Background: an optimization exercise with open tools, aiming at small area, a short achievable clock period and few clock cycles. Do not read the settings as production practice. Function was checked by simulation only, so behaviour that the tests miss may differ from the original.

## AL
Design contact_manifold_slot_replacer, start of the top module:
module contact_manifold_slot_replacer #(
   parameter int COORD_BITS = cmsr_pkg::COORD_BITS_DEF
) (
   input  logic clock,
   input  logic reset,
   input  logic req_tvalid,
   output logic req_tready,
   input  logic [((cmsr_pkg::DEPTH_BITS + 3*COORD_BITS + 2 + 7) / 8) * 8 - 1:0] req_tdata,
   input  logic [cmsr_pkg::MODE_BITS-1:0] req_tuser,
   output logic rsp_tvalid,
   input  logic rsp_tready,
   output logic [cmsr_pkg::RSP_BITS-1:0] rsp_tdata
);
Size in the first run: roughly 1600 flip-flops, ~88 I/O pins, roughly 160000 µm² of cells after synthesis.
make LEC_CHECK=0 CAP_MARGIN=20 CORE_MARGIN=2 CORE_UTILIZATION=55 PLACE_DENSITY=0.68 SETUP_SLACK_MARGIN=5 SLEW_MARGIN=20 finish   # period 12.0 ns
run.sh (not shown) runs the stock make flow with config.mk's settings and CLKGATE_MAP_FILE= SYNTH_SCRIPT=/design/flow/synth_recipe.tcl, a recipe that flattens the netlist after the stock synthesis.
Testbench counts of AL, summed over its fixed seeds: cycles 17,361.
Input-level comparison between JK and AL:
--- a/flow/design.v
+++ b/flow/design.v
@@ -4757,14 +4757,15 @@
    logic                         h_valid, h_final;
    logic [SLOT_BITS-1:0]         h_s;
    logic [HW-1:0]                h_ff [6];      
    logic                         g_valid, g_final;
    logic [SLOT_BITS-1:0]         g_s;
    logic [HW-1:0]                t0_ff, t1_ff;  
-   logic [TW-1:0]                best_ff;
-   logic                         bz_ff;         
+   logic [TW-1:0]                best_ff;       
+   logic [TW-1:0]                lt_ff;         
+   logic                         lb_ff;         
    logic [SLOT_BITS-1:0]         pick_ff;
    logic [SLOT_BITS-1:0]         deep;
    logic [SLOTS-1:0]             dgt [SLOTS];      
    logic [SLOTS-1:0]             is_deep;
    always_comb begin
       for (int a = 0; a < SLOTS; a++) begin
@@ -4817,18 +4818,22 @@
          MODE_CLEAR:  count_x = '0;
          default: ;
       endcase
       count_acc = x_valid ? count_x : count_ff;
    end
    assign acc_full = accept && (req_tuser == MODE_ADD) && (count_acc == COUNT_BITS'(SLOTS));
-   logic [HW-1:0] n_best, cs_s, cs_c, t_cmp;
-   assign n_best   = ~({1'b0, best_ff} & {HW{!bz_ff}});
-   assign cs_s     = t0_ff ^ t1_ff ^ n_best;
-   assign cs_c     = ((t0_ff & t1_ff) | (t0_ff & n_best) | (t1_ff & n_best)) << 1;
-   assign t_cmp    = cs_s + cs_c;
-   assign t_better = g_valid && !t_cmp[HW-1];
+   logic [HW-1:0] n_best, n_last, cb_s, cb_c, cl_s, cl_c, cmp_b, cmp_l;
+   assign n_best   = ~{1'b0, best_ff};
+   assign n_last   = ~{1'b0, lt_ff};
+   assign cb_s     = t0_ff ^ t1_ff ^ n_best;
+   assign cb_c     = ((t0_ff & t1_ff) | (t0_ff & n_best) | (t1_ff & n_best)) << 1;
+   assign cl_s     = t0_ff ^ t1_ff ^ n_last;
+   assign cl_c     = ((t0_ff & t1_ff) | (t0_ff & n_last) | (t1_ff & n_last)) << 1;
+   assign cmp_b    = cb_s + cb_c;
+   assign cmp_l    = cl_s + cl_c;
+   assign t_better = g_valid && !(lb_ff ? cmp_l[HW-1] : cmp_b[HW-1]);
    assign wslot    = x_computed ? x_pick : (t_better ? g_s : pick_ff);
    logic [SLOTS-1:0] wen, wen2, g_oh, pick_oh, xpick_oh;
    logic             w_rm, wf_now, wf_late, wf_add, wf_rm;
    assign w_rm    = (x_mode == MODE_REMOVE);
    assign wf_now  = x_valid && x_fullr && !x_computed && g_valid && g_final && r_free_safe;
    assign wf_late = x_valid && x_fullr && x_computed && r_free_safe;
@@ -4910,12 +4915,13 @@
    logic [XW-1:0] xc3 [3];
    logic [HW-1:0] sq [6];
    logic [HW-1:0] t_sum0, t_sum1;
    logic [HW-1:0] t_fin;
    logic [XW-1:0] xsum [3];
    assign t_fin = t0_ff + t1_ff;
+   always_ff @(posedge clock) lt_ff <= t_fin[TW-1:0];
    always_comb begin
       for (int k = 0; k < 3; k++) xsum[k] = k0_ff[k] + k1_ff[k] + k2_ff[k] + k3_ff[k];
    end
    for (genvar k = 0; k < 3; k++) begin : g_comp
       cmsr_mul u_mul (
          .a (u[(k+1)%3]), .b (v[(k+2)%3]), .c (u[(k+2)%3]), .d (v[(k+1)%3]),
@@ -4933,22 +4939,25 @@
    always_ff @(posedge clock) begin
       sq_s <= sq_go ? n_s : 2'd0;
       sq_t <= sq_go ? n_t : 2'd0;
       {sel_i, sel_j, sel_k} <= n_sel;
       sq_first <= acc_full;
       if (sq_first) begin
-         bz_ff      <= 1'b1;
+         best_ff    <= '0;
+         lb_ff      <= 1'b0;
          pick_ff    <= '0;
          pick_oh    <= 4'b0001;
          prot_valid <= deeper_any;
          prot_slot  <= deep;
-      end else if (t_better) begin
-         bz_ff   <= 1'b0;
-         best_ff <= t_fin[TW-1:0];
-         pick_ff <= g_s;
-         pick_oh <= g_oh;
+      end else begin
+         if (lb_ff) best_ff <= lt_ff;
+         lb_ff <= t_better;
+         if (t_better) begin
+            pick_ff <= g_s;
+            pick_oh <= g_oh;
+         end
       end
       uv_s    <= sq_s;
       uv_last <= !n_exists;
       for (int k = 0; k < 3; k++) begin
          u[k] <= DW'(x_pt[k]) - DW'(pi[k]);
          v[k] <= DW'(pj[k]) - DW'(pk[k]);
==> comparison <==
- For global-route usage, AL and JK come out practically identical.
- Compared with AL, JK has extra setup slack.
- Total non-filler cell area in the finished layout, AL and JK: lower on AL
- AL tops out at a lower clock frequency than JK.
- Critical path capture point: best_ff[26] -> AL, sp[10][2] -> JK
- Worst slack at placement ends up lower on AL.
- AL reports its startpoint of the worst setup timing path as bz_ff while JK reports t0_ff[35].
- There was hardly any difference in post-route core utilization between AL and JK.
Testbench counts of JK, summed over its fixed seeds: cycles 17,361.

* * *

Another version of the RTL of contact_manifold_slot_replacer (not shown whole).
Size in the first run: roughly 1600 flip-flops, roughly 88 I/O pins, ~160000 um^2 of cells after synthesis.
Settings: LEC_CHECK=0, CAP_MARGIN=20, CORE_MARGIN=2, CORE_UTILIZATION=55, PLACE_DENSITY=0.68, SETUP_SLACK_MARGIN=5, SLEW_MARGIN=20; clock period 12.0 ns.
Testbench counts at the start, summed over its fixed seeds: cycles 17,361.
Edit:
--- a/flow/design.v
+++ b/flow/design.v
@@ -4847,26 +4847,36 @@
    end
    logic x_full, x_final, x_done, r_push, pop, r_free_safe, accept, x_fire, acc_full;
    logic [SLOT_BITS-1:0] wslot, last_slot;
    logic [COUNT_BITS-1:0] count_x, count_acc;
    logic t_better, rm_ok;
    assign x_full      = x_valid && x_fullr;
    assign x_final     = g_valid && g_final;
    assign x_done      = x_valid && (!x_full || x_final || x_computed);
    assign pop         = (f_cnt != 2'd0) && rsp_tready;
    assign r_push      = r_valid && ((f_cnt != 2'd2) || pop);
    assign r_free_safe = !r_valid || (f_cnt != 2'd2);
    assign x_fire      = x_done && r_free_safe;
-   assign req_tready  = !x_valid || x_fire;
-   assign accept      = req_tvalid && req_tready;
+   assign accept      = req_tvalid && ready_ff;
+   assign req_tready  = ready_ff;
+   logic       ready_ff, ready_n, xv_n, xf_n, xc_n, rv_n;
+   logic [1:0] fc_n;
+   always_comb begin
+      xv_n    = accept || (x_valid && !x_fire);
+      xf_n    = accept ? acc_full : x_fullr;
+      xc_n    = x_valid && !x_fire && (x_computed || x_final);
+      rv_n    = x_fire || (r_valid && !r_push);
+      fc_n    = f_cnt + 2'(r_push) - 2'(pop);
+      ready_n = !xv_n || ((!xf_n || (h_valid && h_final) || xc_n) && (!rv_n || fc_n != 2'd2));
+   end
    assign last_slot   = SLOT_BITS'(count_ff - COUNT_BITS'(1));
    assign rm_ok       = (COUNT_BITS'(x_rslot) < count_ff);
    always_comb begin
       count_x = count_ff;
       case (x_mode)
          MODE_ADD:    if (!x_fullr) count_x = count_ff + COUNT_BITS'(1);
          MODE_REMOVE: if (rm_ok) count_x = count_ff - COUNT_BITS'(1);
          MODE_CLEAR:  count_x = '0;
          default: ;
       endcase
       count_acc = x_valid ? count_x : count_ff;
    end
@@ -4981,31 +4991,29 @@
       sq_first <= acc_full;
       if (sq_first) begin
          best_ff    <= '0;
          pick_ff    <= '0;
          pick_oh    <= 4'b0001;
          prot_valid <= deeper_any;
          prot_slot  <= deep;
       end else if (t_better) begin
          best_ff <= t0_ff + t1_ff;
          pick_ff <= g_s;
          pick_oh <= g_oh;
       end
-      if (sq_go) begin
-         uv_s    <= sq_s;
-         uv_last <= !n_exists;
-         for (int k = 0; k < 3; k++) begin
-            u[k] <= DW'(x_pt[k]) - DW'(pi[k]);
-            v[k] <= DW'(pj[k]) - DW'(pk[k]);
-         end
+      uv_s    <= sq_s;
+      uv_last <= !n_exists;
+      for (int k = 0; k < 3; k++) begin
+         u[k] <= DW'(x_pt[k]) - DW'(pi[k]);
+         v[k] <= DW'(pj[k]) - DW'(pk[k]);
       end
       for (int k = 0; k < 3; k++) begin
          k0_ff[k] <= xc0[k];
          k1_ff[k] <= xc1[k];
          k2_ff[k] <= xc2[k];
          k3_ff[k] <= xc3[k];
          s_ff[k]  <= xsum[k][XW-1];
          y_ff[k]  <= xsum[k][XW-3:0] ^ {(XW-2){xsum[k][XW-1]}};
       end
       k_final <= uv_last;
       k_s     <= uv_s;
       c_final <= k_final;
@@ -5040,36 +5048,38 @@
       if (x_fire) begin
          if (x_mode != MODE_ADD) r_written <= '0;
          else if (x_fullr)       r_written <= wslot;
          else                    r_written <= SLOT_BITS'(count_ff);
       end
       if (r_push) begin
          if (f_cnt == 2'd0 || (f_cnt == 2'd1 && pop)) f_data0 <= {(count_ff == '0), deep, count_ff, r_written};
          else                                        f_data1 <= {(count_ff == '0), deep, count_ff, r_written};
       end
       if (pop && f_cnt == 2'd2) f_data0 <= f_data1;
       if (reset) begin
          count_ff   <= '0;
+         ready_ff   <= 1'b1;
          x_valid    <= 1'b0;
          x_computed <= 1'b0;
          r_valid    <= 1'b0;
          f_cnt      <= '0;
          sq_go      <= 1'b0;
          uv_valid   <= 1'b0;
          k_valid    <= 1'b0;
          c_valid    <= 1'b0;
          h_valid    <= 1'b0;
          g_valid    <= 1'b0;
       end else begin
          if (x_fire) count_ff <= count_x;
+         ready_ff   <= ready_n;
          x_valid    <= accept || (x_valid && !x_fire);
          x_computed <= x_valid && !x_fire && (x_computed || x_final);
          r_valid    <= x_fire || (r_valid && !r_push);
          f_cnt      <= f_cnt + 2'(r_push) - 2'(pop);
          sq_go      <= acc_full || (sq_go && n_exists);
          uv_valid   <= sq_go;
          k_valid    <= uv_valid && !(prot_valid && uv_s == prot_slot);
          c_valid    <= k_valid;
          h_valid    <= c_valid;
          g_valid    <= h_valid;
       end
    end
The changed run produced a clean layout. Setup slack improved by 670 ps. Synthesized cell count stays flat. Routed wire length came out higher by 0.98%. Register-to-register slack improved by 670 ps. Die area came out lower by 0.60%. Hold slack improved by 15 ps.
Testbench counts after the change, summed over its fixed seeds: cycles 17,361.

-- afterwards: timing with drivers on the ports --
How much do the figures lean on ideal ports? The routed layouts below were timed once more, with nothing changed but the port constraints.
Step 1 assumes that a clkbuf_16 drives the clock port and a buf_2 every other input.
Step 2 moves the port delays by t, midway between the first and last clock arrival at a register: inputs arrive t later, outputs are due t later. That takes back most of the time a late clock gives input paths.
Slacks: ideal / step 1 / step 2; pairs: ideal / step 1.
run	t, ns	slack for setup (ns)	hold WS [ns]	worst setup path after step 2	worst register clock-pin slew, ns
AL	0.964	5.598 / 5.598 / 5.598	0.323 / 0.323 / 0.323	register to register	0.08 / 0.08
JK	0.994	5.865 / 5.865 / 5.865	0.324 / 0.324 / 0.324	register to register	0.07 / 0.07
the first run of note 2	0.977	5.594 / 5.594 / 5.594	0.311 / 0.311 / 0.311	register to register	0.07 / 0.07
the second run of note 2	0.995	6.267 / 6.267 / 6.267	0.327 / 0.327 / 0.327	register to register	0.07 / 0.07
After both steps setup and hold are still met in every run listed.
